Context: an optimization exercise on an open-source flow, tuned for small area, a short achievable clock period and few clock cycles. The choices shown serve that exercise and are no tape-out recipe. Function was not checked in any run shown here: the RTL went through the layout flow alone. The clock port is modelled as an ideal driver; clocking choices that lean on that would not hold on a real chip. No activity file was given, so power comes from the tool's default toggle rates.

### config.mk
export PLATFORM = sky130hd
export DESIGN_NAME = mul_accel_top
export DESIGN_NICKNAME = mul_accel_top
export VERILOG_FILES = /design/flow/design.v
export SDC_FILE = /design/flow/constraint.sdc
export NUM_CORES = 4
export LEC_CHECK = 0
export CAP_MARGIN = 20
export CORE_MARGIN = 8
export CORE_UTILIZATION = 40
export CTS_BUF_LIST = sky130_fd_sc_hd__clkbuf_16
export CTS_CLUSTER_DIAMETER = 100
export CTS_CLUSTER_SIZE = 20
export PLACE_DENSITY = 0.6
export SETUP_SLACK_MARGIN = 4
export SLEW_MARGIN = 20
### constraint.sdc
create_clock -name core_clock -period 8.0 [get_ports {clk_i}]
set_input_delay 1.6000 -clock core_clock [delete_from_list [all_inputs] [get_ports {clk_i}]]
set_output_delay 1.6000 -clock core_clock [all_outputs]
set_load 0.01 [all_outputs]
### design.v
package mul_accel_pkg;
  typedef logic [31:0] word_t;
  typedef logic [31:0] addr_t;
  typedef logic [15:0] operand_t;
  typedef logic [3:0]  shift_t;
  typedef enum logic [2:0] {IDLE, RD_A, WT_A, RD_B, WT_B, FEED, DRAIN, WR_C} stream_state_e;
  localparam addr_t CsrShift  = 32'd0;
  localparam addr_t CsrCommit = 32'd1;
  localparam addr_t CsrCount  = 32'd2;
  localparam addr_t CsrBaseA  = 32'd0;
  localparam addr_t CsrBaseB  = 32'd1;
  localparam addr_t CsrBaseC  = 32'd2;
  localparam addr_t CsrLength = 32'd3;
  localparam addr_t CsrStart  = 32'd4;
  localparam addr_t CsrStatus = 32'd5;
endpackage
module mul_step (
  input  logic [15:0] a,
  input  logic [17:0] t,
  input  logic [2:0]  sel1,
  input  logic [2:0]  sel2,
  input  logic [2:0]  sel3,
  input  logic [2:0]  sel4,
  input  logic [1:0]  neg,
  input  logic [15:0] addend,
  output logic [23:0] msum
);
  logic w1, w2, w3, w4, w5, w6, w7, w8, w9, w10, w11, w12, w13, w14, w15, w16, w17, w18, w19, w20, w21, w22, w23, w24, w25, w26, w27, w28, w29, w30, w31, w32, w33, w34, w35, w36, w37, w38, w39, w40, w41, w42, w43, w44, w45, w46, w47, w48, w49, w50, w51, w52, w53, w54, w55, w56, w57, w58, w59, w60, w61, w62, w63, w64, w65, w66, w67, w68, w69, w70, w71, w72, w73, w74, w75, w76, w77, w78, w79, w80, w81, w82, w83, w84, w85, w86, w87, w88, w89, w90, w91, w92, w93, w94, w95, w96, w97, w98, w99, w100, w101, w102, w103, w104, w105, w106, w107, w108, w109, w110, w111, w112, w113, w114, w115, w116, w117, w118, w119, w120, w121, w122, w123, w124, w125, w126, w127, w128, w129, w130, w131, w132, w133, w134, w135, w136, w137, w138, w139, w140, w141, w142, w143, w144;
  logic [23:0] ra, rb;
  assign w1 = ((sel1[0] & a[0]) | (sel3[0] & t[0])) ^ neg[0];
  assign w2 = ((sel1[0] & a[1]) | (sel2[0] & a[0]) | (sel3[0] & t[1])) ^ neg[0];
  assign w3 = ((sel1[0] & a[2]) | (sel2[0] & a[1]) | (sel3[0] & t[2]) | (sel4[0] & a[0])) ^ neg[0];
  assign w4 = ((sel1[0] & a[3]) | (sel2[0] & a[2]) | (sel3[0] & t[3]) | (sel4[0] & a[1])) ^ neg[0];
  assign w5 = ((sel1[0] & a[4]) | (sel2[0] & a[3]) | (sel3[0] & t[4]) | (sel4[0] & a[2])) ^ neg[0];
  assign w6 = ((sel1[0] & a[5]) | (sel2[0] & a[4]) | (sel3[0] & t[5]) | (sel4[0] & a[3])) ^ neg[0];
  assign w7 = ((sel1[0] & a[6]) | (sel2[0] & a[5]) | (sel3[0] & t[6]) | (sel4[0] & a[4])) ^ neg[0];
  assign w8 = ((sel1[0] & a[7]) | (sel2[0] & a[6]) | (sel3[0] & t[7]) | (sel4[0] & a[5])) ^ neg[0];
  assign w9 = ((sel1[0] & a[8]) | (sel2[0] & a[7]) | (sel3[0] & t[8]) | (sel4[0] & a[6])) ^ neg[0];
  assign w10 = ((sel1[0] & a[9]) | (sel2[0] & a[8]) | (sel3[0] & t[9]) | (sel4[0] & a[7])) ^ neg[0];
  assign w11 = ((sel1[0] & a[10]) | (sel2[0] & a[9]) | (sel3[0] & t[10]) | (sel4[0] & a[8])) ^ neg[0];
  assign w12 = ((sel1[0] & a[11]) | (sel2[0] & a[10]) | (sel3[0] & t[11]) | (sel4[0] & a[9])) ^ neg[0];
  assign w13 = ((sel1[0] & a[12]) | (sel2[0] & a[11]) | (sel3[0] & t[12]) | (sel4[0] & a[10])) ^ neg[0];
  assign w14 = ((sel1[0] & a[13]) | (sel2[0] & a[12]) | (sel3[0] & t[13]) | (sel4[0] & a[11])) ^ neg[0];
  assign w15 = ((sel1[0] & a[14]) | (sel2[0] & a[13]) | (sel3[0] & t[14]) | (sel4[0] & a[12])) ^ neg[0];
  assign w16 = ((sel1[0] & a[15]) | (sel2[0] & a[14]) | (sel3[0] & t[15]) | (sel4[0] & a[13])) ^ neg[0];
  assign w17 = ((sel2[0] & a[15]) | (sel3[0] & t[16]) | (sel4[0] & a[14])) ^ neg[0];
  assign w18 = ((sel3[0] & t[17]) | (sel4[0] & a[15])) ^ neg[0];
  assign w19 = ((sel1[1] & a[0]) | (sel3[1] & t[0])) ^ neg[1];
  assign w20 = ((sel1[1] & a[1]) | (sel2[1] & a[0]) | (sel3[1] & t[1])) ^ neg[1];
  assign w21 = ((sel1[1] & a[2]) | (sel2[1] & a[1]) | (sel3[1] & t[2]) | (sel4[1] & a[0])) ^ neg[1];
  assign w22 = ((sel1[1] & a[3]) | (sel2[1] & a[2]) | (sel3[1] & t[3]) | (sel4[1] & a[1])) ^ neg[1];
  assign w23 = ((sel1[1] & a[4]) | (sel2[1] & a[3]) | (sel3[1] & t[4]) | (sel4[1] & a[2])) ^ neg[1];
  assign w24 = ((sel1[1] & a[5]) | (sel2[1] & a[4]) | (sel3[1] & t[5]) | (sel4[1] & a[3])) ^ neg[1];
  assign w25 = ((sel1[1] & a[6]) | (sel2[1] & a[5]) | (sel3[1] & t[6]) | (sel4[1] & a[4])) ^ neg[1];
  assign w26 = ((sel1[1] & a[7]) | (sel2[1] & a[6]) | (sel3[1] & t[7]) | (sel4[1] & a[5])) ^ neg[1];
  assign w27 = ((sel1[1] & a[8]) | (sel2[1] & a[7]) | (sel3[1] & t[8]) | (sel4[1] & a[6])) ^ neg[1];
  assign w28 = ((sel1[1] & a[9]) | (sel2[1] & a[8]) | (sel3[1] & t[9]) | (sel4[1] & a[7])) ^ neg[1];
  assign w29 = ((sel1[1] & a[10]) | (sel2[1] & a[9]) | (sel3[1] & t[10]) | (sel4[1] & a[8])) ^ neg[1];
  assign w30 = ((sel1[1] & a[11]) | (sel2[1] & a[10]) | (sel3[1] & t[11]) | (sel4[1] & a[9])) ^ neg[1];
  assign w31 = ((sel1[1] & a[12]) | (sel2[1] & a[11]) | (sel3[1] & t[12]) | (sel4[1] & a[10])) ^ neg[1];
  assign w32 = ((sel1[1] & a[13]) | (sel2[1] & a[12]) | (sel3[1] & t[13]) | (sel4[1] & a[11])) ^ neg[1];
  assign w33 = ((sel1[1] & a[14]) | (sel2[1] & a[13]) | (sel3[1] & t[14]) | (sel4[1] & a[12])) ^ neg[1];
  assign w34 = ((sel1[1] & a[15]) | (sel2[1] & a[14]) | (sel3[1] & t[15]) | (sel4[1] & a[13])) ^ neg[1];
  assign w35 = ((sel2[1] & a[15]) | (sel3[1] & t[16]) | (sel4[1] & a[14])) ^ neg[1];
  assign w36 = ((sel3[1] & t[17]) | (sel4[1] & a[15])) ^ neg[1];
  assign w37 = (sel1[2] & a[0]) | (sel3[2] & t[0]);
  assign w38 = (sel1[2] & a[1]) | (sel2[2] & a[0]) | (sel3[2] & t[1]);
  assign w39 = (sel1[2] & a[2]) | (sel2[2] & a[1]) | (sel3[2] & t[2]) | (sel4[2] & a[0]);
  assign w40 = (sel1[2] & a[3]) | (sel2[2] & a[2]) | (sel3[2] & t[3]) | (sel4[2] & a[1]);
  assign w41 = (sel1[2] & a[4]) | (sel2[2] & a[3]) | (sel3[2] & t[4]) | (sel4[2] & a[2]);
  assign w42 = (sel1[2] & a[5]) | (sel2[2] & a[4]) | (sel3[2] & t[5]) | (sel4[2] & a[3]);
  assign w43 = (sel1[2] & a[6]) | (sel2[2] & a[5]) | (sel3[2] & t[6]) | (sel4[2] & a[4]);
  assign w44 = (sel1[2] & a[7]) | (sel2[2] & a[6]) | (sel3[2] & t[7]) | (sel4[2] & a[5]);
  assign w45 = (sel1[2] & a[8]) | (sel2[2] & a[7]) | (sel3[2] & t[8]) | (sel4[2] & a[6]);
  assign w46 = (sel1[2] & a[9]) | (sel2[2] & a[8]) | (sel3[2] & t[9]) | (sel4[2] & a[7]);
  assign w47 = (sel1[2] & a[10]) | (sel2[2] & a[9]) | (sel3[2] & t[10]) | (sel4[2] & a[8]);
  assign w48 = (sel1[2] & a[11]) | (sel2[2] & a[10]) | (sel3[2] & t[11]) | (sel4[2] & a[9]);
  assign w49 = (sel1[2] & a[12]) | (sel2[2] & a[11]) | (sel3[2] & t[12]) | (sel4[2] & a[10]);
  assign w50 = (sel1[2] & a[13]) | (sel2[2] & a[12]) | (sel3[2] & t[13]) | (sel4[2] & a[11]);
  assign w51 = (sel1[2] & a[14]) | (sel2[2] & a[13]) | (sel3[2] & t[14]) | (sel4[2] & a[12]);
  assign w52 = (sel1[2] & a[15]) | (sel2[2] & a[14]) | (sel3[2] & t[15]) | (sel4[2] & a[13]);
  assign w53 = (sel2[2] & a[15]) | (sel3[2] & t[16]) | (sel4[2] & a[14]);
  assign w54 = (sel3[2] & t[17]) | (sel4[2] & a[15]);
  assign w55 = w4 ^ w19;
  assign w56 = w4 & w19;
  assign w57 = w5 ^ w20;
  assign w58 = w5 & w20;
  assign w59 = w6 ^ w21;
  assign w60 = w6 & w21;
  assign w61 = w7 ^ w22 ^ w37;
  assign w62 = (w7 & w22) | (w7 & w37) | (w22 & w37);
  assign w63 = w8 ^ w23 ^ w38;
  assign w64 = (w8 & w23) | (w8 & w38) | (w23 & w38);
  assign w65 = w9 ^ w24 ^ w39;
  assign w66 = (w9 & w24) | (w9 & w39) | (w24 & w39);
  assign w67 = w10 ^ w25 ^ w40;
  assign w68 = (w10 & w25) | (w10 & w40) | (w25 & w40);
  assign w69 = w11 ^ w26 ^ w41;
  assign w70 = (w11 & w26) | (w11 & w41) | (w26 & w41);
  assign w71 = w12 ^ w27 ^ w42;
  assign w72 = (w12 & w27) | (w12 & w42) | (w27 & w42);
  assign w73 = w13 ^ w28 ^ w43;
  assign w74 = (w13 & w28) | (w13 & w43) | (w28 & w43);
  assign w75 = w14 ^ w29 ^ w44;
  assign w76 = (w14 & w29) | (w14 & w44) | (w29 & w44);
  assign w77 = w15 ^ w30 ^ w45;
  assign w78 = (w15 & w30) | (w15 & w45) | (w30 & w45);
  assign w79 = w16 ^ w31 ^ w46;
  assign w80 = (w16 & w31) | (w16 & w46) | (w31 & w46);
  assign w81 = w17 ^ w32;
  assign w82 = w17 & w32;
  assign w83 = w18 ^ w33;
  assign w84 = w18 & w33;
  assign w85 = neg[0] ^ w34;
  assign w86 = neg[0] & w34;
  assign w87 = neg[0] ^ w35;
  assign w88 = neg[0] & w35;
  assign w89 = neg[0] ^ w36;
  assign w90 = neg[0] & w36;
  assign w91 = neg[0] ^ neg[1];
  assign w92 = neg[0] & neg[1];
  assign w93 = neg[0] ^ neg[1];
  assign w94 = neg[0] & neg[1];
  assign w95 = neg[0] ^ neg[1];
  assign w96 = neg[0] & neg[1];
  assign w97 = w1 ^ neg[0];
  assign w98 = w1 & neg[0];
  assign w99 = w2 ^ addend[1];
  assign w100 = w2 & addend[1];
  assign w101 = w3 ^ addend[2];
  assign w102 = w3 & addend[2];
  assign w103 = w55 ^ neg[1] ^ addend[3];
  assign w104 = (w55 & neg[1]) | (w55 & addend[3]) | (neg[1] & addend[3]);
  assign w105 = w56 ^ w57 ^ addend[4];
  assign w106 = (w56 & w57) | (w56 & addend[4]) | (w57 & addend[4]);
  assign w107 = w58 ^ w59 ^ addend[5];
  assign w108 = (w58 & w59) | (w58 & addend[5]) | (w59 & addend[5]);
  assign w109 = w60 ^ w61 ^ addend[6];
  assign w110 = (w60 & w61) | (w60 & addend[6]) | (w61 & addend[6]);
  assign w111 = w62 ^ w63 ^ addend[7];
  assign w112 = (w62 & w63) | (w62 & addend[7]) | (w63 & addend[7]);
  assign w113 = w64 ^ w65 ^ addend[8];
  assign w114 = (w64 & w65) | (w64 & addend[8]) | (w65 & addend[8]);
  assign w115 = w66 ^ w67 ^ addend[9];
  assign w116 = (w66 & w67) | (w66 & addend[9]) | (w67 & addend[9]);
  assign w117 = w68 ^ w69 ^ addend[10];
  assign w118 = (w68 & w69) | (w68 & addend[10]) | (w69 & addend[10]);
  assign w119 = w70 ^ w71 ^ addend[11];
  assign w120 = (w70 & w71) | (w70 & addend[11]) | (w71 & addend[11]);
  assign w121 = w72 ^ w73 ^ addend[12];
  assign w122 = (w72 & w73) | (w72 & addend[12]) | (w73 & addend[12]);
  assign w123 = w74 ^ w75 ^ addend[13];
  assign w124 = (w74 & w75) | (w74 & addend[13]) | (w75 & addend[13]);
  assign w125 = w76 ^ w77 ^ addend[14];
  assign w126 = (w76 & w77) | (w76 & addend[14]) | (w77 & addend[14]);
  assign w127 = w78 ^ w79 ^ addend[15];
  assign w128 = (w78 & w79) | (w78 & addend[15]) | (w79 & addend[15]);
  assign w129 = w80 ^ w81 ^ w47;
  assign w130 = (w80 & w81) | (w80 & w47) | (w81 & w47);
  assign w131 = w82 ^ w83 ^ w48;
  assign w132 = (w82 & w83) | (w82 & w48) | (w83 & w48);
  assign w133 = w84 ^ w85 ^ w49;
  assign w134 = (w84 & w85) | (w84 & w49) | (w85 & w49);
  assign w135 = w86 ^ w87 ^ w50;
  assign w136 = (w86 & w87) | (w86 & w50) | (w87 & w50);
  assign w137 = w88 ^ w89 ^ w51;
  assign w138 = (w88 & w89) | (w88 & w51) | (w89 & w51);
  assign w139 = w90 ^ w91 ^ w52;
  assign w140 = (w90 & w91) | (w90 & w52) | (w91 & w52);
  assign w141 = w92 ^ w93 ^ w53;
  assign w142 = (w92 & w93) | (w92 & w53) | (w93 & w53);
  assign w143 = w94 ^ w95 ^ w54;
  assign w144 = (w94 & w95) | (w94 & w54) | (w95 & w54);
  assign ra = {w142, w140, w138, w136, w134, w132, w130, w128, w126, w124, w122, w120, w118, w116, w114, w112, w110, w108, w106, w104, w102, w100, w98, w97};
  assign rb = {w143, w141, w139, w137, w135, w133, w131, w129, w127, w125, w123, w121, w119, w117, w115, w113, w111, w109, w107, w105, w103, w101, w99, addend[0]};
  assign msum = ra + rb;
endmodule
module mul_accel_top #(
  parameter int unsigned StreamerCsrNum = 6
) (
  input  logic  clk_i,
  input  logic  rst_n_i,
  input  mul_accel_pkg::addr_t csr_req_addr_i,
  input  mul_accel_pkg::word_t csr_req_data_i,
  input  logic  csr_req_write_i,
  input  logic  csr_req_valid_i,
  output logic  csr_req_ready_o,
  output mul_accel_pkg::word_t csr_rsp_data_o,
  output logic  csr_rsp_valid_o,
  input  logic  csr_rsp_ready_i,
  output mul_accel_pkg::addr_t tcdm_addr_o,
  output mul_accel_pkg::word_t tcdm_wdata_o,
  output logic  tcdm_write_o,
  output logic  tcdm_req_o,
  input  logic  tcdm_gnt_i,
  input  mul_accel_pkg::word_t tcdm_rdata_i,
  input  logic  tcdm_rvalid_i
);
  logic [31:0] base_a_q, base_b_q, base_c_q, len_q, count_q;
  logic [3:0]  shift_q;
  logic [3:0]  shl_q, shh_q;
  logic        rsp_valid_q;
  logic [6:0]  rsel_q;
  logic        st_a_q, st_b_q, st_c_q, st_t_q;
  logic        first_q, last_q;
  logic [31:0] idx_q;
  logic [31:0] addr_q;
  logic        ga_q, ga2_q, gb_q, s1_q, s2_q, cv_q;
  logic [15:0] a_q;
  logic [31:0] c_q;
  logic busy;
  assign busy = st_a_q | st_b_q | st_c_q | st_t_q;
  logic       req_fire, wr, hi_zero;
  logic [3:0] a4;
  logic       start;
  assign req_fire = csr_req_valid_i & ~rsp_valid_q;
  assign wr       = req_fire & csr_req_write_i;
  assign hi_zero  = csr_req_addr_i[31:4] == '0;
  assign a4       = csr_req_addr_i[3:0];
  assign start    = wr & hi_zero & (a4 == 4'd4) & ~busy & vl_q & (len_q != '0);
  logic [6:0] rsel_d;
  logic       rd;
  assign rd = ~csr_req_write_i & hi_zero;
  assign rsel_d = {rd & (a4 == 4'd5) & busy, rd & (a4 == 4'd6), rd & (a4 == 4'd8),
                   rd & (a4 == 4'd3), rd & (a4 == 4'd2), rd & (a4 == 4'd1), rd & (a4 == 4'd0)};
  always_ff @(posedge clk_i or negedge rst_n_i) begin
    if (!rst_n_i) begin
      rsp_valid_q <= 1'b0;
    end else if (req_fire) begin
      rsp_valid_q <= 1'b1;
    end else if (csr_rsp_ready_i) begin
      rsp_valid_q <= 1'b0;
    end
  end
  always_ff @(posedge clk_i or negedge rst_n_i) begin
    if (!rst_n_i) begin
      cpend_q <= 1'b0;
    end else if (req_fire) begin
      cpend_q <= rsel_d[4];
    end else if (csr_rsp_ready_i) begin
      cpend_q <= 1'b0;
    end
  end
  always_ff @(posedge clk_i or negedge rst_n_i) begin
    if (!rst_n_i) rsel_q <= '0;
    else if (req_fire) rsel_q <= rsel_d;
  end
  assign csr_rsp_data_o = ({32{rsel_q[0]}} & base_a_q) | ({32{rsel_q[1]}} & base_b_q) |
                          ({32{rsel_q[2]}} & base_c_q) | ({32{rsel_q[3]}} & len_q) |
                          ({32{rsel_q[4]}} & count_q) | ({32{rsel_q[5]}} & {28'd0, shift_q}) |
                          {31'd0, rsel_q[6]};
  assign csr_req_ready_o = ~rsp_valid_q;
  assign csr_rsp_valid_o = rsp_valid_q;
  logic        va_q, vb_q, vc_q, vl_q;
  logic [31:0] wdata_z;
  logic        wr_ok, wr_a, wr_b, wr_c, wr_l;
  assign wr_ok   = wr & hi_zero & ~busy;
  assign wr_a    = wr_ok & (a4 == 4'd0);
  assign wr_b    = wr_ok & (a4 == 4'd1);
  assign wr_c    = wr_ok & (a4 == 4'd2);
  assign wr_l    = wr_ok & (a4 == 4'd3);
  assign wdata_z = csr_req_data_i & {32{wr}};
  always_ff @(posedge clk_i) begin
    if (wr_a || (!va_q && !wr)) base_a_q <= wdata_z;
    if (wr_b || (!vb_q && !wr)) base_b_q <= wdata_z;
    if (wr_c || (!vc_q && !wr)) base_c_q <= wdata_z;
    if (wr_l || (!vl_q && !wr)) len_q    <= wdata_z;
  end
  always_ff @(posedge clk_i or negedge rst_n_i) begin
    if (!rst_n_i) begin
      va_q <= 1'b0;
      vb_q <= 1'b0;
      vc_q <= 1'b0;
      vl_q <= 1'b0;
    end else begin
      if (wr_a || !wr) va_q <= 1'b1;
      if (wr_b || !wr) vb_q <= 1'b1;
      if (wr_c || !wr) vc_q <= 1'b1;
      if (wr_l || !wr) vl_q <= 1'b1;
    end
  end
  always_ff @(posedge clk_i or negedge rst_n_i) begin
    if (!rst_n_i) begin
      shift_q  <= '0;
      shl_q    <= 4'b0001;
      shh_q    <= 4'b0001;
    end else begin
      if (wr && hi_zero && !busy) begin
        if (a4 == 4'd7) begin
          shl_q <= 4'b0001 << shift_q[1:0];
          shh_q <= 4'b0001 << shift_q[3:2];
        end
      end
      if (wr && hi_zero && a4 == 4'd6) shift_q <= csr_req_data_i[3:0];
    end
  end
  logic gnt_a, gnt_b, gnt_c, adv_c, done;
  assign gnt_a = st_a_q & tcdm_gnt_i;
  assign gnt_b = st_b_q & tcdm_gnt_i;
  assign gnt_c = req_c & tcdm_gnt_i;
  assign adv_c = st_c_q & (first_q | gnt_c);
  assign done  = st_t_q & gnt_c;
  logic cnt_pend, cnt_hold, creq_q, dfr_q, req_c, cpend_q;
  assign cnt_pend = cpend_q;
  assign cnt_hold = cnt_pend | dfr_q;
  assign req_c    = (st_c_q | st_t_q) & cv_q & (creq_q | ~cnt_hold);
  always_ff @(posedge clk_i or negedge rst_n_i) begin
    if (!rst_n_i) begin
      count_q <= '0;
      creq_q  <= 1'b0;
      dfr_q   <= 1'b0;
    end else begin
      creq_q <= req_c & ~tcdm_gnt_i;
      if (!cnt_pend && (gnt_c || dfr_q)) begin
        count_q <= count_q + 32'd1;
        dfr_q   <= 1'b0;
      end else if (gnt_c) begin
        dfr_q   <= 1'b1;
      end
    end
  end
  function automatic logic sum_eq(input logic [31:0] x, input logic [31:0] y, input logic [31:0] k);
    logic ok;
    logic c;
    ok = 1'b1;
    c  = 1'b0;
    for (int i = 0; i < 32; i++) begin
      ok = ok & ((x[i] ^ y[i] ^ k[i]) == c);
      c  = (x[i] & y[i]) | ((x[i] ^ y[i]) & ~k[i]);
    end
    sum_eq = ok;
  endfunction
  logic [31:0] nbase;
  logic        ncin;
  logic [32:0] nsum;
  logic ta_q, tc_q, last_d;
  assign last_d = sum_eq(idx_q, 32'd2, len_q);
  assign nbase  = ({32{ta_q}} & base_a_q) | ({32{st_a_q}} & base_b_q) | ({32{tc_q}} & base_c_q);
  assign ncin   = ta_q | st_a_q;
  always_ff @(posedge clk_i or negedge rst_n_i) begin
    if (!rst_n_i) begin
      ta_q <= 1'b1;
      tc_q <= 1'b0;
    end else begin
      if (start | gnt_a | adv_c) ta_q <= 1'b0;
      if (start | adv_c) tc_q <= 1'b0;
      if (gnt_a) tc_q <= 1'b1;
      if (gnt_b) begin
        ta_q <= ~last_d;
        tc_q <= last_d;
      end
      if (done) begin
        ta_q <= 1'b1;
        tc_q <= 1'b0;
      end
    end
  end
  assign nsum = {nbase, ncin} + {idx_q, 1'b1};
  always_ff @(posedge clk_i or negedge rst_n_i) begin
    if (!rst_n_i) begin
      st_a_q  <= 1'b0;
      st_b_q  <= 1'b0;
      st_c_q  <= 1'b0;
      st_t_q  <= 1'b0;
      first_q <= 1'b0;
      last_q  <= 1'b0;
      ga_q    <= 1'b0;
      ga2_q   <= 1'b0;
      gb_q    <= 1'b0;
      s1_q    <= 1'b0;
      s2_q    <= 1'b0;
      cv_q    <= 1'b0;
    end else begin
      ga_q <= gnt_a;
      ga2_q <= ga_q;
      gb_q <= gnt_b;
      if (start) begin
        st_a_q  <= 1'b1;
        first_q <= 1'b1;
      end
      if (gnt_a) begin
        st_a_q <= 1'b0;
        st_b_q <= 1'b1;
      end
      if (gnt_b) begin
        st_b_q <= 1'b0;
        st_c_q <= 1'b1;
        last_q <= last_d;
      end
      if (adv_c) begin
        st_c_q  <= 1'b0;
        first_q <= 1'b0;
        if (last_q) st_t_q <= 1'b1;
        else        st_a_q <= 1'b1;
      end
      if (done) begin
        st_t_q <= 1'b0;
      end
      if (gb_q) s1_q <= 1'b1;
      else if (!cv_q) s1_q <= 1'b0;
      s2_q <= s1_q & ~cv_q;
      if (s2_q) cv_q <= 1'b1;
      else if (gnt_c) cv_q <= 1'b0;
    end
  end
  always_ff @(posedge clk_i) begin
    if (!busy) idx_q <= '1;
    else if (gnt_b) idx_q <= idx_q + 32'd1;
  end
  always_ff @(posedge clk_i) begin
    if (start | gnt_a | gnt_b | adv_c) addr_q <= nsum[32:1];
  end
  assign tcdm_req_o   = st_a_q | st_b_q | req_c;
  assign tcdm_write_o = st_c_q | st_t_q;
  assign tcdm_addr_o  = addr_q;
  logic        s1_fire;
  logic [7:0]  bhi_q;
  logic [17:0] t_q;
  logic [2:0]  sel1_q, sel2_q, sel3_q, sel4_q;
  logic [1:0]  neg_q;
  logic [7:0]  nbyte;
  logic [15:0] addend;
  logic [23:0] msum;
  assign s1_fire = s1_q & ~cv_q;
  assign nbyte   = gb_q ? tcdm_rdata_i[7:0] : bhi_q;
  assign addend  = s2_q ? c_q[31:16] : 16'd0;
  mul_step i_mul_step (
    .a      ( a_q    ),
    .t      ( t_q    ),
    .sel1   ( sel1_q ),
    .sel2   ( sel2_q ),
    .sel3   ( sel3_q ),
    .sel4   ( sel4_q ),
    .neg    ( neg_q  ),
    .addend ( addend ),
    .msum   ( msum   )
  );
  logic [2:0] sel1_d, sel2_d, sel3_d, sel4_d;
  logic [1:0] neg_d;
  logic       ld_enc;
  always_comb begin
    for (int i = 0; i < 3; i++) begin
      logic x0, x1, x2, x3;
      logic [2:0] sum, mag;
      x0 = (i == 0) ? 1'b0 : nbyte[3*i-1];
      x1 = nbyte[3*i];
      x2 = nbyte[3*i+1];
      x3 = (i == 2) ? 1'b0 : nbyte[3*i+2];
      sum = {1'b0, x2, 1'b0} + {2'b00, x1} + {2'b00, x0};
      mag = x3 ? 3'd4 - sum : sum;
      sel1_d[i] = mag == 3'd1;
      sel2_d[i] = mag == 3'd2;
      sel3_d[i] = mag == 3'd3;
      sel4_d[i] = mag == 3'd4;
      if (i < 2) neg_d[i] = x3;
    end
  end
  assign ld_enc = gb_q | s1_fire;
  always_ff @(posedge clk_i or negedge rst_n_i) begin
    if (!rst_n_i) begin
      a_q    <= '0;
      t_q    <= '0;
      sel1_q <= '0;
      sel2_q <= '0;
      sel3_q <= '0;
      sel4_q <= '0;
      neg_q  <= '0;
    end else begin
    if (ga_q) a_q <= tcdm_rdata_i[15:0];
    if (ga2_q) t_q <= {2'b00, a_q} + {1'b0, a_q, 1'b0};
    if (ld_enc) begin
      sel1_q <= sel1_d;
      sel2_q <= sel2_d;
      sel3_q <= sel3_d;
      sel4_q <= sel4_d;
      neg_q  <= neg_d;
    end
    end
  end
  always_ff @(posedge clk_i) begin
    if (gb_q) bhi_q <= tcdm_rdata_i[15:8];
    if (s1_fire | s2_q) c_q[31:8] <= msum;
    if (s2_q) c_q[7:0] <= c_q[15:8];
  end
  logic [31:0] shl_c;
  always_comb begin
    for (int i = 0; i < 32; i++) begin
      shl_c[i] = 1'b0;
      tcdm_wdata_o[i] = 1'b0;
    end
    for (int i = 0; i < 32; i++)
      for (int k = 0; k < 4; k++)
        if (i + k < 32) shl_c[i] = shl_c[i] | (shl_q[k] & c_q[i+k]);
    for (int i = 0; i < 32; i++)
      for (int k = 0; k < 4; k++)
        if (i + 4 * k < 32) tcdm_wdata_o[i] = tcdm_wdata_o[i] | (shh_q[k] & shl_c[i+4*k]);
  end
endmodule
### flow/run.sh
#!/bin/bash
set -euo pipefail
ARGS="BUFFER_PORTS_ARGS=-buffer_cell sky130_fd_sc_hd__buf_1"
R=orfs/results/sky130hd/mul_accel_top/base
bash standard.sh "$ARGS" cts > flow_make_cts.log 2>&1
SKEW_DB=$R/4_cts.odb SKEW_SDC=$R/4_cts.sdc SKEW_OUT=$R/4_cts.odb \
  SKEW_DLY=sky130_fd_sc_hd__clkbuf_2 SKEW_DRV=sky130_fd_sc_hd__clkbuf_16 \
  openroad -no_init -exit flow/skew.tcl > skew.log 2>&1
bash standard.sh "$ARGS" finish > flow_make_finish.log 2>&1
### flow/skew.tcl
# Useful skew for the multiplier: delay the clock of the result register c_q, where the
# multiplier's register-to-register paths end. Each group of c_q flip-flops on one clock
# leaf net gets its own delay buffer between the leaf net and their clock pins.
read_liberty $::env(FLOW_HOME)/platforms/sky130hd/lib/sky130_fd_sc_hd__tt_025C_1v80.lib
read_db $::env(SKEW_DB)
read_sdc $::env(SKEW_SDC)
set_propagated_clock [all_clocks]
source $::env(FLOW_HOME)/platforms/sky130hd/setRC.tcl
estimate_parasitics -placement
puts "before:"
report_checks -path_delay max -to [get_pins -hierarchical c_q*/D] -format end
report_checks -path_delay max -from [get_pins -hierarchical c_q*/CLK] -format end
set block [ord::get_db_block]
set dly_master [[ord::get_db] findMaster $::env(SKEW_DLY)]
set drv_master [[ord::get_db] findMaster $::env(SKEW_DRV)]
array set groups {}
foreach inst [$block getInsts] {
  if {[regexp {^c_q\\\[} [$inst getName]]} {
    set net [[$inst findITerm CLK] getNet]
    lappend groups([$net getName]) $inst
  }
}
set k 0
foreach netname [lsort [array names groups]] {
  set net [$block findNet $netname]
  # delay cell, then a clock buffer that drives the flip-flops with a sharp edge
  set dly [odb::dbInst_create $block $dly_master skew_dly_$k]
  set mid [odb::dbNet_create $block skew_mid_$k]
  $mid setSigType CLOCK
  set buf [odb::dbInst_create $block $drv_master skew_buf_$k]
  set nn [odb::dbNet_create $block skew_net_$k]
  $nn setSigType CLOCK
  [$dly findITerm A] connect $net
  [$dly findITerm X] connect $mid
  [$buf findITerm A] connect $mid
  [$buf findITerm X] connect $nn
  set sx 0; set sy 0; set c 0
  foreach inst $groups($netname) {
    set it [$inst findITerm CLK]
    $it disconnect
    $it connect $nn
    set bb [$inst getBBox]
    set sx [expr {$sx + [$bb xMin]}]; set sy [expr {$sy + [$bb yMin]}]; incr c
  }
  $buf setLocation [expr {$sx / $c}] [expr {$sy / $c}]
  $buf setPlacementStatus PLACED
  $dly setLocation [expr {$sx / $c}] [expr {$sy / $c}]
  $dly setPlacementStatus PLACED
  puts "skew_buf_$k on $netname drives $c flip-flops"
  incr k
}
global_connect
detailed_placement
check_placement -verbose
estimate_parasitics -placement
puts "after:"
report_checks -path_delay max -to [get_pins -hierarchical c_q*/D] -format end
report_checks -path_delay max -from [get_pins -hierarchical c_q*/CLK] -format end
report_checks -path_delay min -to [get_pins -hierarchical c_q*/D] -format end
report_check_types -max_slew -max_capacitance
foreach p [get_pins -hierarchical c_q*/CLK] { report_slews $p }
write_db $::env(SKEW_OUT)
### standard.sh
#!/bin/bash
# synth_recipe.tcl (not shown) runs the flow's synth.tcl, then flattens the netlist and writes it again
# the make line also repeats each setting of config.mk as NAME=value (left out here)
make -C /OpenROAD-flow-scripts/flow DESIGN_CONFIG=/design/flow/config.mk WORK_HOME=/design/flow/orfs CLKGATE_MAP_FILE= SYNTH_SCRIPT=/design/flow/synth_recipe.tcl "${@:-finish}"
==> results of run 1 <==
==> Yosys cell counts, drive strengths merged (5+ instances only) <==
master and number:
and4 7, o41ai 7, a31oi 6, a222oi 70, ha 123, clkbuf 115
a21o 23, inv 140, nor4 22, and3 26, fa 31, o31ai 9
a221oi 37, o21bai 10, dfxtp 32, dfrtp 118, nor2b 7, edfxtp 200
nand2b 13, nand3b 7, and2 41, or3 5, xnor2 130, nand3 60
a22o 47, o21a 11, o21ai 65, xor2 52, or2 5, mux2i 8
a22oi 155, buf 11, nor2 74, nand2 222, nand4 18, a211oi 9
mux2 36, a21oi 60, nor3 18
==> placed cells by master (no fill, tap or decap), drive strengths merged, types with 8 or more instances in the layout <==
cell type  synthesis  routed
buf               11     244
nand2            222     222
edfxtp           200     200
inv              140     156
a22oi            155     155
xnor2            130     130
ha               123     123
dfrtp            118     118
nor2              74      74
a222oi            70      70
o21ai             65      65
a21oi             60      60
nand3             60      60
xor2              52      52
a22o              47      47
and2              41      41
a221oi            37      37
mux2              36      36
dfxtp             32      32
fa                31      31
clkbuf           115      31
and3              26      26
a21o              23      23
nor4              22      22
nor3              18      18
nand4             18      18
nand2b            13      13
o21a              11      11
o21bai            10      10
o31ai              9       9
a211oi             9       9
mux2i              8       8
==> logic make-up after synthesis <==
logic type,Yosys count
AOI/OAI and AO/OA,544
and+or+nand+nor,533
buffers and inverters,266
adders and majority gates,156
DFF,353
muxes,44
xor gates and xnor gates,182
==> sequential cells by signal, indices dropped and copies added (netlist names), 2 cells and up <==
register,count
a_q,16
addr_q,32
base_a_q,32
base_b_q,32
base_c_q,32
bhi_q,8
c_q,32
count_q,32
idx_q,32
len_q,32
neg_q,2
rsel_q,7
sel1_q,3
sel2_q,3
sel3_q,3
sel4_q,3
shh_q,4
shift_q,4
shl_q,4
t_q,18
==> per-layer routing <==
layer | vias up | part of all wire, %
li1 | 8053 | -
met4 | 0 | 1.9
met3 | 79 | 8.3
met2 | 699 | 44
met5 | - | 0
met1 | 8351 | 46
==> power breakdown <==
group / total (mW) / switching (mW) / internal, mW
combinational: 0.0563 / 0.0404 / 0.0159
clock: 1.37 / 0.696 / 0.673
sequential: 1.91 / 0.000391 / 1.91
==> critical path, stage by stage (launching register included) <==
cell and delay [ns]:
dfrtp_4 0.53, buf_6 0.14, a22o_1 0.22, a221oi_2 0.22, xnor2_1 0.20, fa_2 0.50
fa_1 0.56, inv_2 0.05, ha_4 0.30, buf_6 0.11, nand3_4 0.08, nor2_2 0.11
nand3_2 0.13, a31oi_4 0.22, o22ai_2 0.12, o41ai_4 0.27, a21oi_1 0.13, xnor2_1 0.13
==> area by class of cell <==
| class | count | area, µm² | share of cell area (%) |
|---|---|---|---|
| repair buffers | 244 | 1200 | 4.86 |
| multi-input cells | 1459 | 11600 | 46.8 |
| plain buffers | 8 | 120 | 0.485 |
| clock buffers | 23 | 576 | 2.32 |
| well taps | 696 | 871 | 3.52 |
| clock inverters | 19 | 149 | 0.601 |
| inverters | 140 | 533 | 2.15 |
| flip-flops and latches | 353 | 9720 | 39.3 |
==> stage by stage <==
step | total power [mW] | worst slack, ns | util, %
after floorplan | 1.97 | 3.95 | -
after global placement | 2.01 | 3.12 | 43.0
after detailed placement | 2.01 | 3.07 | 43.0
after CTS | 3.25 | 3.82 | 45.1
after global routing | 3.44 | 3.87 | 46.0
final | 3.34 | 4.01 | 46.0
==> timing repair <==
item                                    CTS  global route
endpoints found under the setup margin   40            77
resized for setup                        53            52
buffers inserted                         30            12
pin swaps                                21            39
==> final timing paths <==
check,from,end,cells past startpoint
setup / recovery,sel4_q[1],c_q[29],17
hold / removal,count_q[31],count_q[31],1
setup reg to reg,sel4_q[1],c_q[29],17
hold reg to reg,count_q[31],count_q[31],1
max in group asynchronous,rst_n_i,sel4_q[1],2
min in group asynchronous,rst_n_i,vc_q,1
==> metrics.md, run 1 <==
| Metric | Value |
|---|---|
| Max Slew Vio Count | 0 |
| EDFF count, synth | 200 |
| #FFs+latches synth | 353 |
| Setup violations, final | 0 |
| P_leak | 10.1 nW |
| Distinct cells, synth | 90 |
| Routing usage on met2 | 29.6% |
| Residual DRC | 0 |
| Gr busiest metal | met2 |
| Placed wire-length estimate | 45500 µm |
| Vias | 17200 |
| Main combinational cell family by area after synthesis | compound AO/OA/AOI/OAI gates |
| Post-synthesis xor/xnor area fraction | 7.33% |
| TritonCTS Buffers | 23 |
| Initial DRC count | 1922 |
| Number of global-route vias before repair | 17100 |
| Final Non-Filler Cells | 2942 |
| Initial Utilization | 40.4% |
| Hold-fix buffers at CTS | 0 |
| # port buffers | 185 |
| Placed cell area | 0.0231 mm² |
| Fin area | 0.0248 mm² |
| Final hold slack | 0.481 ns |
| Clock root cell | clkbuf_16 |
| Synth warnings | 1 |
| Synth Area in Compound Gates | 19.2% |
| Syn Nets | 2335 |
| Pin count of the biggest net entering global routing | 67 |
| Area leader, netlist | edfxtp_1 |
| Critical Path AT | 4.58 ns |
| TritonCTS clock tree | yes |
| Sequential fraction of the synthesis area | 44.5% |
| Row count | 85 |
| Mapped Area | 0.0218 mm² |
| CP Capture Type | register |
| Routed WL per cell | 21.6 µm |
| # fillers | 5017 |
| Headroom to the max-slew limit | 36.3% |
| Hold/Removal Path Class | register to register |
| WP data required | 8.59 ns |
| Htree depth | 1 |
| Synth area leaders | edfxtp_1 28%, dfrtp_1 14%, ha_1 7.1%, a22oi_1 5.3%, xnor2_1 5.2% |
| Period utilization | 49.9% |
| Die area | 0.0621 mm² |
| ANT nets after route | 0 |
| Peak VDD IR | 0.132 mV |
| Post-Syn Instances | 2078 |
| Mean post-synth cell area | 10.5 µm² |
| Die height | 249 µm |
| Fin Setup TNS | 0 ns |
| Met3 Resource Use GR | 4.20% |
| Inst Count DP | 2850 |
| Ratio of cells with drive above 1 in the final layout | 12.0% |
| Status | complete, no violations |
| GP Congestion | 0.854 |
| First-pass GRT wire length | 97900 µm |
| Worst-Margin Slew | 0.955 ns |
| Die width | 249 µm |
| Synth Area in Adders | 10.0% |
| Primary FF master, synth | edfxtp_1 |
| CTS sink cnt | 353 |
| Routed WL | 63500 µm |
| Clock skew | 0.298 ns |
| Drt pass-1 iters | 9 |
| Pwr per Cell Area | 135 mW/mm² |
| Fraction of registers with async set/reset | 34.3% |
| WS Path Type | register to register |
| Area share of the largest cell type after synthesis | 27.6% |
| R2R setup slack | 4.01 ns |
| Mux contribution to synthesized area | 2.23% |
| Post-layout nets | 2486 |
| Unrepaired setup endpoints after global routing | yes |
| Total core area | 0.0538 mm² |
| Simple-Gate Fraction of Synth Area | 12.1% |
| Max frequency | 251 MHz |
| Area growth, synth to finish | 13.8% |
| Clock Path Buffers | 3 |
| Io pins | 203 |
| Fin. Hold Viols | 0 |
| Gr usage total | 19.5% |
| Final min period | 3.99 ns |
| Diodes inserted | 0 |
| Clock latency at the later pin of the worst-skew pair | 0.84 ns |
| CP Max Fanout | 5 |
| Clock transition at path regs | 0.08 ns |
| GR Layer Usage met1 | 27.9% |
| Antenna violations before repair | 0 |
| Max-cap viol count | 0 |
| Vias per cell | 5.84 |
| Overflow after GRT | 0 |
| Critical Path Start Type | register |
==> inputs of run 2 (changes only) <==
--- a/config.mk
+++ b/config.mk
@@ -14,3 +14,3 @@
 export PLACE_DENSITY = 0.6
-export SETUP_SLACK_MARGIN = 4
+export SETUP_SLACK_MARGIN = 4.4
 export SLEW_MARGIN = 20
==> run 2 against run 1 <==
  * Still clean
  * Area after synthesis unchanged
  * Clock power is 9% lower
  * Final area grew 6.7%
  * Critical path depth is the same
  * Fmax grew 0.48%
  * Sequential share of layout area down 2.4 points
  * Global-route usage up 0.76 points
  * Total power is 3.4% lower
  * Critical endpoint is now c_q[28]
==> metrics.md, run 2 <==
| Metric | Value |
|---|---|
| Status | complete, no violations (unchanged) |
| P_leak | 10.7 nW (was 10.1 nW) |
| Combinational share of power | 1.7% (about the same) |
| Final hold slack | 0.484 ns (was 0.481 ns) |
| Critical Path Start Type | register (unchanged) |
| Vias per cell | 5.94 (was 5.84) |
| Die height | 249 µm (unchanged) |
| Most frequent cells in the layout | 200 x edfxtp_1, 198 x nand2_1, 149 x buf_1 (was 221 x nand2_1, 200 x edfxtp_1, 184 x buf_1) |
| Io pins | 203 (unchanged) |
| Area growth, synth to finish | 21.4% (was 13.8%) |
| Routed WL per cell | 22.5 µm (was 21.6 µm) |
| TritonCTS Buffers | 22 (was 23) |
| Unrepaired setup endpoints after global routing | yes (unchanged) |
| Max frequency | 252 MHz (was 251 MHz) |
| WHS Path Cells | 1 (unchanged) |
| Max-cap viol count | 0 (unchanged) |
| Sw Share | 21.4% (was 22.1%) |
| GP Congestion | 0.886 (was 0.854) |
| Pwr per Cell Area | 122 mW/mm² (was 135 mW/mm²) |
| WS Path Type | register to register (unchanged) |
| Worst R2R Path Depth | 17 (unchanged) |
| Post-route setup slack | 4.03 ns (was 4.01 ns) |
| Synth area leaders | edfxtp_1 28%, dfrtp_1 14%, ha_1 7.1%, a22oi_1 5.3%, xnor2_1 5.2% (unchanged) |
| Row count | 85 (unchanged) |
| Peak VDD IR | 0.125 mV (was 0.132 mV) |
| Die area | 0.0621 mm² (unchanged) |
| Max Slew Vio Count | 0 (unchanged) |
| Clock root cell | clkbuf_16 (unchanged) |
| Htree depth | 1 (unchanged) |
| Period utilization | 49.6% (was 49.9%) |
| Most instantiated library cell after synthesis | nand2_1 (unchanged) |
| Mean post-synth cell area | 10.5 µm² (unchanged) |
| Worst-Margin Slew | 1.07 ns (was 0.955 ns) |
| Critical Path AT | 4.50 ns (was 4.58 ns) |
| Initial Utilization | 40.4% (unchanged) |
| Worst slack, placed | 3.04 ns (was 3.07 ns) |
| Final min period | 3.97 ns (was 3.99 ns) |
| TritonCTS clock tree | yes (unchanged) |
| CTS sink cnt | 353 (unchanged) |
| # fillers | 4890 (was 5017) |
| #FFs+latches synth | 353 (unchanged) |
| Setup violations, final | 0 (unchanged) |
| Vias | 17900 (was 17200) |
| Fraction of registers with async set/reset | 34.3% (unchanged) |
| Overflow after GRT | 0 (unchanged) |
| Placed wire-length estimate | 45500 µm (about the same) |
| Area leader, netlist | edfxtp_1 (unchanged) |
| Routed WL | 67800 µm (was 63500 µm) |
| Antenna violations before repair | 1 (was 0) |
| Post-Syn Instances | 2078 (unchanged) |
| Seq pwr share | 59.4% (was 57.3%) |
| Synth warnings | 1 (unchanged) |
| CP Max Fanout | 5 (unchanged) |
| Clock Path Buffers | 3 (unchanged) |
| Mapped Area | 0.0218 mm² (unchanged) |
| Hold-fix buffers at CTS | 0 (unchanged) |
| Post-layout nets | 2564 (was 2486) |
| Post-synth top cells | 222 x nand2_1, 200 x edfxtp_1, 155 x a22oi_1 (unchanged) |
| Residual DRC | 0 (unchanged) |
| Headroom to the max-slew limit | 28.8% (was 36.3%) |
| R2r endpoint | c_q[28] (was c_q[29]) |
| Fin. Hold Viols | 0 (unchanged) |
| Number of global-route vias before repair | 17400 (was 17100) |
| Hold/Removal Path Class | register to register (unchanged) |
| First-pass GRT wire length | 101000 µm (was 97900 µm) |
| # port buffers | 185 (unchanged) |
| Initial DRC count | 1927 (was 1922) |
| Ratio of cells with drive above 1 in the final layout | 22.9% (was 12.0%) |
| Die width | 249 µm (unchanged) |
| Clock transition at path regs | 0.09 ns (was 0.08 ns) |
| Clock skew | 0.255 ns (was 0.298 ns) |
| R2R setup slack | 4.03 ns (was 4.01 ns) |
| Drt pass-1 iters | 6 (was 9) |
| Clk pwr share | 38.9% (was 41.0%) |
| Area share of the largest cell type after synthesis | 27.6% (unchanged) |
| Clock latency at the later pin of the worst-skew pair | 0.81 ns (was 0.84 ns) |
| Sw power | 0.690 mW (was 0.737 mW) |
| Fin Setup TNS | 0 ns (unchanged) |
| Syn Nets | 2335 (unchanged) |
| ANT nets after route | 0 (unchanged) |
| Hold path start | count_q[31] (unchanged) |
| Distinct cells, synth | 90 (unchanged) |
| Commonest non-fill, non-tap cell in the layout | edfxtp_1 (was nand2_1) |
| EDFF count, synth | 200 (unchanged) |
| Gr usage total | 20.2% (was 19.5%) |
| Total core area | 0.0538 mm² (unchanged) |
| Pin count of the biggest net entering global routing | 62 (was 67) |
| Worst r2r src | sel3_q[0] (was sel4_q[1]) |
| Sequential fraction of the synthesis area | 44.5% (unchanged) |
| Cell Int Power | 2.53 mW (was 2.60 mW) |
| CP Capture Type | register (unchanged) |
| Worst Hold Path EP | count_q[31] (unchanged) |
| WP data required | 8.53 ns (was 8.59 ns) |
| Primary FF master, synth | edfxtp_1 (unchanged) |
## run 2: cell counts after synthesis
No cell type changed its count.
## run 2: worst max path at each step
stage	from	endpoint	cells past startpoint
2_1_floorplan	sel3_q[0]	c_q[30]	18
3_3_place_gp	neg_q[0]	c_q[31]	14
3_5_place_dp	neg_q[0]	c_q[31]	14
4_1_cts	sel3_q[0]	c_q[29]	16
5_1_grt	sel4_q[1]	c_q[28]	17
6_report	sel3_q[0]	c_q[28]	17
## run 2: metrics by stage
stage	power, mW	instances	cell area [µm²]	utilization (%)
after floorplan	1.97	2078	22000	-
after global placement	2.01	2849	23100	43.0
after detailed placement	2.01	2849	23100	43.0
after CTS	3.17	2957	25200	46.9
after global routing	3.32	3019	26400	49.1
final	3.22	3019	26400	49.1
## run 2: cell families after synthesis
group | Yosys count | share of synthesized area, %
and+or+nand+nor | 533 | 12.1
buffers and inverters | 266 | 4.61
DFF | 353 | 44.5
xor gates and xnor gates | 182 | 7.33
muxes | 44 | 2.23
AOI/OAI and AO/OA | 544 | 19.2
adders and majority gates | 156 | 10.0
## run 2: layout make-up
type	instances	area [µm²]	share of cell area (%)
Sequential cell	353	9740	36.9
Buffer	6	90.1	0.341
Clock inverter	16	91.3	0.346
Timing Repair Buffer	324	2150	8.12
Multi-Input combinational cell	1460	12400	46.8
Tap cell	696	871	3.30
Antenna cell	1	2.50	0.00947
Clock buffer	23	576	2.18
Inverter	140	533	2.02
## run 2: repair_timing
action / CTS / global route
resized for setup: 220 / 151
pin swaps: 113 / 111
cloned: 4 / 1
endpoints found under the setup margin: 181 / 160
buffers inserted: 65 / 54
## run 2: power groups by stage
| stage | clock network, mW | logic, mW | registers, mW |
|---|---|---|---|
| 6_report | 1.25 | 0.0558 | 1.91 |
| 5_1_grt | 1.35 | 0.0633 | 1.91 |
| 2_1_floorplan | 0 | 0.0152 | 1.95 |
| 3_5_place_dp | 0 | 0.0568 | 1.95 |
| 4_1_cts | 1.20 | 0.0569 | 1.91 |
| 3_3_place_gp | 0 | 0.0550 | 1.95 |
## run 2: worst max-delay path, cell delays in order (launching register included)
cell      delay, ns
dfrtp_4        0.53
buf_6          0.15
a22o_1         0.21
a221oi_2       0.20
xnor2_1        0.15
fa_1           0.53
fa_1           0.52
inv_2          0.05
ha_4           0.27
a21oi_4        0.20
a21oi_2        0.11
o21ai_2        0.15
nand3_2        0.13
o41ai_4        0.26
buf_4          0.18
o21bai_1       0.08
a21oi_2        0.13
xnor2_1        0.08
## run 2: layer usage
metal / up-vias / global-route usage [%] / wire length, µm
met4: 0 / 5.17 / 1710
met2: 831 / 31.3 / 30300
met3: 115 / 3.63 / 5640
met5: - / 0 / 0
met1: 8781 / 29.1 / 30200
li1: 8203 / - / -
==> inputs of run 3 (changes only) <==
--- a/flow/run.sh
+++ b/flow/run.sh
@@ -6,3 +6,3 @@
 SKEW_DB=$R/4_cts.odb SKEW_SDC=$R/4_cts.sdc SKEW_OUT=$R/4_cts.odb \
-  SKEW_DLY=sky130_fd_sc_hd__clkbuf_2 SKEW_DRV=sky130_fd_sc_hd__clkbuf_16 \
+  SKEW_DLY=sky130_fd_sc_hd__clkdlybuf4s18_1 SKEW_DRV=sky130_fd_sc_hd__clkbuf_16 \
   openroad -no_init -exit flow/skew.tcl > skew.log 2>&1
--- a/config.mk
+++ b/config.mk
@@ -14,3 +14,3 @@
 export PLACE_DENSITY = 0.6
-export SETUP_SLACK_MARGIN = 4.4
+export SETUP_SLACK_MARGIN = 4
 export SLEW_MARGIN = 20
==> run 3 against run 2 <==
  * Still clean
  * Sequential power hardly changed
  * Combinational power up 0.7%
  * Fmax is 0.47% lower
  * Via count shrank 4.0%
  * Critical endpoint is now tcdm_wdata_o[21]
  * Largest cell class unchanged
  * Highest routed layer unchanged
==> metrics.md, run 3 <==
| Metric | Value |
|---|---|
| Critical Path Max Stage Delay | 0.51 ns (was 0.53 ns) |
| Clock transition at path regs | 0.08 ns (was 0.09 ns) |
| Synth warnings | 1 (unchanged) |
| Sequential fraction of the synthesis area | 44.5% (unchanged) |
| Die width | 249 µm (unchanged) |
| Area share of the largest cell type after synthesis | 27.6% (unchanged) |
| CTS sink cnt | 353 (unchanged) |
| Clock latency at the later pin of the worst-skew pair | 0.97 ns (was 0.81 ns) |
| Post-route setup slack | 4.01 ns (was 4.03 ns) |
| CP Max Fanout | 5 (unchanged) |
| GP Congestion | 0.854 (was 0.886) |
| CP max-delay cell | edfxtp_1 (was dfrtp_4) |
| Die area | 0.0621 mm² (unchanged) |
| Initial DRC count | 1722 (was 1927) |
| Sw power | 0.735 mW (was 0.690 mW) |
| Vias per cell | 5.85 (was 5.94) |
| TritonCTS clock tree | yes (unchanged) |
| # port buffers | 185 (unchanged) |
| Vias | 17200 (was 17900) |
| WHS Path Cells | 1 (unchanged) |
| Peak VDD IR | 0.132 mV (was 0.125 mV) |
| Crit-path cells | a22oi_1 -> nand2_2 -> a222oi_1 -> inv_1 -> buf_1 (was buf_6 -> a22o_1 -> a221oi_2 -> xnor2_1 -> fa_1 -> fa_1 -> inv_2 -> ha_4 -> a21oi_4 -> a21oi_2 -> o21ai_2 -> nand3_2 -> o41ai_4 -> buf_4 -> o21bai_1 -> a21oi_2 -> xnor2_1) |
| Synth Area in Adders | 10.0% (unchanged) |
| First-pass GRT wire length | 97900 µm (was 101000 µm) |
| Status | complete, no violations (unchanged) |
| Synth area leaders | edfxtp_1 28%, dfrtp_1 14%, ha_1 7.1%, a22oi_1 5.3%, xnor2_1 5.2% (unchanged) |
| Commonest non-fill, non-tap cell in the layout | nand2_1 (was edfxtp_1) |
| Critical Path AT | 2.39 ns (was 4.50 ns) |
| Worst slack, placed | 3.07 ns (was 3.04 ns) |
| WS Path Type | register to output pin (was register to register) |
| Area leader, netlist | edfxtp_1 (unchanged) |
| Hold/Removal Path Class | register to register (unchanged) |
| Htree depth | 1 (unchanged) |
| Post-synth top cells | 222 x nand2_1, 200 x edfxtp_1, 155 x a22oi_1 (unchanged) |
| Post-synthesis xor/xnor area fraction | 7.33% (unchanged) |
| EDFF count, synth | 200 (unchanged) |
| Clock skew | 0.431 ns (was 0.255 ns) |
| Diodes inserted | 0 (was 1) |
| Total core area | 0.0538 mm² (unchanged) |
| Die height | 249 µm (unchanged) |
| # fillers | 5029 (was 4890) |
| Routed WL | 63300 µm (was 67800 µm) |
| Primary FF master, synth | edfxtp_1 (unchanged) |
| Number of global-route vias before repair | 17100 (was 17400) |
| Simple-Gate Fraction of Synth Area | 12.1% (unchanged) |
| Headroom to the max-slew limit | 37.1% (was 28.8%) |
| Max frequency | 251 MHz (was 252 MHz) |
| Most instantiated library cell after synthesis | nand2_1 (unchanged) |
| Row count | 85 (unchanged) |
| Worst R2R Path Depth | 16 (was 17) |
| Area growth, synth to finish | 13.5% (was 21.4%) |
| Unrepaired setup endpoints after global routing | yes (unchanged) |
| Drt pass-1 iters | 9 (was 6) |
| Pwr per Cell Area | 136 mW/mm² (was 122 mW/mm²) |
| Sw Share | 21.9% (was 21.4%) |
| TritonCTS Buffers | 23 (was 22) |
| WP data required | 6.40 ns (was 8.53 ns) |
| Cell Int Power | 2.61 mW (was 2.53 mW) |
| Final min period | 3.99 ns (was 3.97 ns) |
| Routed WL per cell | 21.5 µm (was 22.5 µm) |
| Initial Utilization | 40.4% (unchanged) |
| CP Capture Type | output pin (was register) |
| Overflow after GRT | 0 (unchanged) |
| Mux contribution to synthesized area | 2.23% (unchanged) |
| Fin Setup TNS | 0 ns (unchanged) |
| Clk pwr share | 41.2% (was 38.9%) |
| Clock root cell | clkbuf_16 (unchanged) |
| Main combinational cell family by area after synthesis | compound AO/OA/AOI/OAI gates (unchanged) |
| Worst-Margin Slew | 0.943 ns (was 1.07 ns) |
| Mean post-synth cell area | 10.5 µm² (unchanged) |
| Fin. Hold Viols | 0 (unchanged) |
| Most frequent cells in the layout | 214 x nand2_1, 200 x edfxtp_1, 183 x buf_1 (was 200 x edfxtp_1, 198 x nand2_1, 149 x buf_1) |
| Critical Path Start Type | register (unchanged) |
| ANT nets after route | 0 (unchanged) |
| Residual DRC | 0 (unchanged) |
| Syn Nets | 2335 (unchanged) |
| Final Power | 3.35 mW (was 3.22 mW) |
| Fraction of registers with async set/reset | 34.3% (unchanged) |
| Seq pwr share | 57.2% (was 59.4%) |
| Io pins | 203 (unchanged) |
| Synth Area in Compound Gates | 19.2% (unchanged) |
| Antenna violations before repair | 0 (was 1) |
| Placed wire-length estimate | 45500 µm (about the same) |
| Setup violations, final | 0 (unchanged) |
| Post-layout nets | 2488 (was 2564) |
| Ratio of cells with drive above 1 in the final layout | 11.7% (was 22.9%) |
| Post-Syn Instances | 2078 (unchanged) |
| Combinational share of power | 1.7% (about the same) |
| Clock Path Buffers | 3 (unchanged) |
| Distinct cells, synth | 90 (unchanged) |
| Max Slew Vio Count | 0 (unchanged) |
| Hold-fix buffers at CTS | 0 (unchanged) |
| #FFs+latches synth | 353 (unchanged) |
| P_leak | 10.1 nW (was 10.7 nW) |
| Gr usage total | 19.5% (was 20.2%) |
| Max-cap viol count | 0 (unchanged) |
| Pin count of the biggest net entering global routing | 67 (was 62) |
| Mapped Area | 0.0218 mm² (unchanged) |
| Period utilization | 49.9% (was 49.6%) |
## run 3: through the flow
stage / util (%) / hold slack [ns] / cells / area (µm²)
2_1_floorplan: - / 0.352 / 2078 / 22000
3_3_place_gp: 43.0 / 0.454 / 2850 / 23100
3_5_place_dp: 43.0 / 0.462 / 2850 / 23100
4_1_cts: 45.1 / 0.482 / 2922 / 24300
5_1_grt: 45.9 / 0.516 / 2944 / 24700
6_report: 45.9 / 0.481 / 2944 / 24700
## run 3: worst max-delay path, delay by kind of cell, from the launching register on
family	cells	cell delay, ns
simple gates	1	0.14
flops	1	0.51
buf+inv	2	0.20
compound gates	2	0.61
## run 3: per-layer routing
layer	up-vias	wire, µm	GRT usage [%]
met1	8368	29100	27.9
li1	8058	-	-
met5	-	0	0
met3	79	5250	4.21
met4	0	1130	5.17
met2	713	27700	29.6
## run 3: cell type report
cell class | instances | area, µm² | share of cell area (%)
Clock inverter | 19 | 149 | 0.603
Buffer | 8 | 140 | 0.567
Inverter | 140 | 533 | 2.16
Sequential cell | 353 | 9720 | 39.4
Timing Repair Buffer | 246 | 1190 | 4.82
Clock buffer | 23 | 576 | 2.33
Multi-Input combinational cell | 1459 | 11500 | 46.6
Tap cell | 696 | 871 | 3.53
## run 3: power groups by stage
stage	combinational, mW	clock [mW]	sequential [mW]
3_3_place_gp	0.0549	0	1.95
5_1_grt	0.0632	1.48	1.91
6_report	0.0562	1.38	1.91
4_1_cts	0.0570	1.28	1.91
2_1_floorplan	0.0152	0	1.95
3_5_place_dp	0.0568	0	1.95
## run 3: final timing paths
check                           from          endpoint  slack (ns)
max in group asynchronous    rst_n_i         sel4_q[1]        5.44
hold / removal                  s1_q              s1_q        0.48
min in group asynchronous    rst_n_i              vc_q        1.09
setup / recovery             c_q[23]  tcdm_wdata_o[21]        4.01
hold reg to reg                 s1_q              s1_q        0.48
setup reg to reg           sel4_q[1]           c_q[29]        4.15
## run 3: repair_timing
| item | 4_1_cts | 5_1_grt |
|---|---|---|
| pin swaps | 21 | 24 |
| setup endpoints to repair | 40 | 78 |
| buffers inserted | 30 | 14 |
| resized for setup | 53 | 37 |
## run 3: kinds of logic after synthesis
kind of cell / Yosys count
AND/OR/NAND/NOR: 533
buffers and inverters: 266
XOR/XNOR: 182
multiplexers: 44
flip-flops: 353
adder cells (fa/ha/maj): 156
AO/OA/AOI/OAI: 544
==> inputs of run 4 (changes only) <==
--- a/config.mk
+++ b/config.mk
@@ -14,3 +14,3 @@
 export PLACE_DENSITY = 0.6
-export SETUP_SLACK_MARGIN = 4
+export SETUP_SLACK_MARGIN = 3.8
 export SLEW_MARGIN = 20
==> run 4 against run 3 <==
  * Count of clock-buffer cells in the layout unchanged
  * Total power decreased by 2.4%
  * Die area unchanged
  * Sequential power about the same
  * Still clean
  * Worst hold slack improved by 0.0037 ns
  * Critical path type unchanged
  * Global-route usage decreased by 0.11 points
  * Area after synthesis unchanged
  * Clock power decreased by 6%
==> metrics.md, run 4 <==
| Metric | Value |
|---|---|
| Met2 Wirelength | 27500 µm (was 27700 µm) |
| Unrepaired setup endpoints after global routing | no (was yes) |
| Most instantiated library cell after synthesis | nand2_1 (unchanged) |
| Ratio of cells with drive above 1 in the final layout | 9.62% (was 11.7%) |
| Max-cap viol count | 0 (unchanged) |
| Headroom to the max-slew limit | 34.0% (was 37.1%) |
| Critical Path AT | 2.39 ns (about the same) |
| Main combinational cell family by area after synthesis | compound AO/OA/AOI/OAI gates (unchanged) |
| Clock skew | 0.401 ns (was 0.431 ns) |
| Peak VDD IR | 0.139 mV (was 0.132 mV) |
| Antenna violations before repair | 1 (was 0) |
| Number of global-route vias before repair | 17000 (was 17100) |
| CP Capture Type | output pin (unchanged) |
| Synth warnings | 1 (unchanged) |
| Setup violations, final | 0 (unchanged) |
| Overflow after GRT | 0 (unchanged) |
| Initial DRC count | 1965 (was 1722) |
| Routed WL per cell | 21.5 µm (about the same) |
| Primary FF master, synth | edfxtp_1 (unchanged) |
| Clock root cell | clkbuf_16 (unchanged) |
| Routed WL | 62700 µm (was 63300 µm) |
| P_leak | 9.89 nW (was 10.1 nW) |
| Pwr per Cell Area | 134 mW/mm² (was 136 mW/mm²) |
| Synth Area in Compound Gates | 19.2% (unchanged) |
| Total core area | 0.0538 mm² (unchanged) |
| EDFF count, synth | 200 (unchanged) |
| Mux contribution to synthesized area | 2.23% (unchanged) |
| Area leader, netlist | edfxtp_1 (unchanged) |
| Top Layer Used | met4 (unchanged) |
| Post-synth top cells | 222 x nand2_1, 200 x edfxtp_1, 155 x a22oi_1 (unchanged) |
| Mapped Area | 0.0218 mm² (unchanged) |
| Max frequency | 251 MHz (about the same) |
| Syn Nets | 2335 (unchanged) |
| Die width | 249 µm (unchanged) |
| CP delay by family, top | compound AO/OA/AOI/OAI gates (unchanged) |
| Clock Path Buffers | 3 (unchanged) |
| Period utilization | 49.9% (about the same) |
| Fraction of registers with async set/reset | 34.3% (unchanged) |
| Synth Area in Adders | 10.0% (unchanged) |
| # fillers | 5051 (was 5029) |
| Die area | 0.0621 mm² (unchanged) |
| CP Max Fanout | 5 (unchanged) |
| Sequential fraction of the synthesis area | 44.5% (unchanged) |
| TritonCTS clock tree | yes (unchanged) |
| Most frequent cells in the layout | 222 x nand2_1, 200 x edfxtp_1, 184 x buf_1 (was 214 x nand2_1, 200 x edfxtp_1, 183 x buf_1) |
| Area growth, synth to finish | 11.9% (was 13.5%) |
| Post-Syn Instances | 2078 (unchanged) |
| Vias per cell | 5.89 (was 5.85) |
| Clock latency at the later pin of the worst-skew pair | 0.93 ns (was 0.97 ns) |
| WS Path Type | register to output pin (unchanged) |
| Residual DRC | 0 (unchanged) |
| Final min period | 3.99 ns (about the same) |
| Commonest non-fill, non-tap cell in the layout | nand2_1 (unchanged) |
| Htree depth | 1 (unchanged) |
| Simple-Gate Fraction of Synth Area | 12.1% (unchanged) |
| WL met3 | 4880 µm (was 5250 µm) |
| Post-layout nets | 2465 (was 2488) |
| CTS sink cnt | 353 (unchanged) |
| Area share of the largest cell type after synthesis | 27.6% (unchanged) |
| ANT nets after route | 0 (unchanged) |
| Row count | 85 (unchanged) |
| First-pass GRT wire length | 98100 µm (was 97900 µm) |
| Drt pass-1 iters | 8 (was 9) |
| Fin area | 0.0243 mm² (was 0.0247 mm²) |
| Die height | 249 µm (unchanged) |
| Critical Path Max Stage Delay | 0.45 ns (was 0.51 ns) |
| Fin. Hold Viols | 0 (unchanged) |
| Worst-Margin Slew | 0.989 ns (was 0.943 ns) |
| #FFs+latches synth | 353 (unchanged) |
| Hold/Removal Path Class | register to register (unchanged) |
| Synth area leaders | edfxtp_1 28%, dfrtp_1 14%, ha_1 7.1%, a22oi_1 5.3%, xnor2_1 5.2% (unchanged) |
| Mean post-synth cell area | 10.5 µm² (unchanged) |
| Post-Route M1 WL | 28900 µm (was 29100 µm) |
| CP max-delay cell | edfxtp_1 (unchanged) |
| Vias | 17200 (about the same) |
| GP Congestion | 0.877 (was 0.854) |
| Initial Utilization | 40.4% (unchanged) |
| Status | complete, no violations (unchanged) |
| Final Util | 45.2% (was 45.9%) |
| Placed cell area | 0.0230 mm² (was 0.0231 mm²) |
| Crit-path cells | a22oi_1 -> nand2_1 -> a222oi_1 -> inv_1 -> buf_1 (was a22oi_1 -> nand2_2 -> a222oi_1 -> inv_1 -> buf_1) |
| Hold-fix buffers at CTS | 0 (unchanged) |
| Critical Path Start Type | register (unchanged) |
| Max Slew Vio Count | 0 (unchanged) |
| Placed wire-length estimate | 45300 µm (was 45500 µm) |
| Io pins | 203 (unchanged) |
| Distinct cells, synth | 90 (unchanged) |
| WP data required | 6.40 ns (about the same) |
| TritonCTS Buffers | 22 (was 23) |
| Clock transition at path regs | 0.08 ns (about the same) |
| # port buffers | 185 (unchanged) |
| Pin count of the biggest net entering global routing | 63 (was 67) |
| Post-synthesis xor/xnor area fraction | 7.33% (unchanged) |
| Gr usage total | 19.4% (was 19.5%) |
| Worst Path Buf+Inv | 2 (unchanged) |
| Fin Setup TNS | 0 ns (unchanged) |
-- run 4: per-layer routing --
layer / vias to the layer above / track usage (%)
met4: 0 / 4.82
met3: 79 / 3.39
li1: 8005 / -
met5: - / 0
met2: 658 / 30.1
met1: 8469 / 27.8
-- run 4: logic make-up after synthesis --
kind of cell | count (synthesis)
AOI/OAI and AO/OA | 544
xor gates and xnor gates | 182
adders and majority gates | 156
buffers and inverters | 266
DFF | 353
muxes | 44
and+or+nand+nor | 533
-- run 4: timing repair --
action | CTS | global route
gates resized for setup | 65 | 10
buffers inserted | 23 | 1
endpoints found under the setup margin | 12 | 41
pin swaps | 12 | 3
-- run 4: final timing paths --
path	slack, ns	startpoint	to	cells after the start
setup / recovery	4.01	c_q[22]	tcdm_wdata_o[22]	5
hold / removal	0.48	count_q[31]	count_q[31]	1
min in group asynchronous	1.20	rst_n_i	a_q[8]	1
setup reg to reg	4.06	st_a_q	addr_q[16]	11
max in group asynchronous	5.37	rst_n_i	a_q[11]	2
hold reg to reg	0.48	count_q[31]	count_q[31]	1
-- run 4: area by class of cell --
cell class / count / area, µm² / share of cell area [%]
antenna: 1 / 2.50 / 0.0103
clock buffer: 23 / 576 / 2.37
timing repair buffer: 224 / 992 / 4.08
tap: 696 / 871 / 3.58
buffer: 8 / 140 / 0.576
multi-input combinational: 1459 / 11400 / 46.9
clock inverter: 17 / 91.3 / 0.375
inverter: 140 / 533 / 2.19
sequential: 353 / 9720 / 39.9
-- run 4: power breakdown --
| group | internal, mW | switching (mW) | leakage, nW | total [mW] |
|---|---|---|---|---|
| registers | 1.91 | 0.000492 | 3.51 | 1.91 |
| logic | 0.0159 | 0.0409 | 5.95 | 0.0568 |
| clock network | 0.640 | 0.658 | 0.436 | 1.30 |
-- run 4: metrics by stage --
step	power (mW)	instances	worst slack, ns	hold slack, ns
detailed placement	2.01	2848	2.94	0.468
floorplan	1.97	2078	3.14	0.352
CTS	3.16	2911	3.80	0.478
global placement	2.01	2848	3.05	0.455
global route	3.37	2921	3.80	0.488
finish	3.27	2921	4.01	0.485

afterwards: timing with drivers on the ports:
The flow's constraints put no driver on any port. The routed layouts listed below were extracted and timed again, unchanged, in two steps. Step 1 (the two cells are an assumption about what drives the block):
set clk [get_ports {clk_i}]
set_driving_cell -lib_cell sky130_fd_sc_hd__clkbuf_16 $clk
set_driving_cell -lib_cell sky130_fd_sc_hd__buf_2 [delete_from_list [all_inputs] $clk]
Step 2, shift: input delay + t, output delay - t, t = (earliest + latest rising clock arrival at the registers) / 2. This alone moves slack from input paths to output paths. a / b / c = ideal ports / drivers / drivers and shift; a / b = the first two.
run | t (ns) | setup WS [ns] | clock arrival spread, ns
run 1 | 0.736 | 4.011 / 3.999 / 3.641 | 0.324 / 0.325
run 2 | 0.720 | 4.030 / 4.030 / 3.862 | 0.289 / 0.290
run 3 | 0.798 | 4.011 / 3.957 / 3.553 | 0.452 / 0.452
run 4 | 0.779 | 4.011 / 3.958 / 3.445 | 0.410 / 0.411
Clock arrivals are far apart in run 1, run 3 and run 4, so t is only a midpoint there and step 2 fits no single register. For run 4, which loses most, drivers alone change the setup slack by -0.053 ns; drivers and shift together by -0.566 ns.
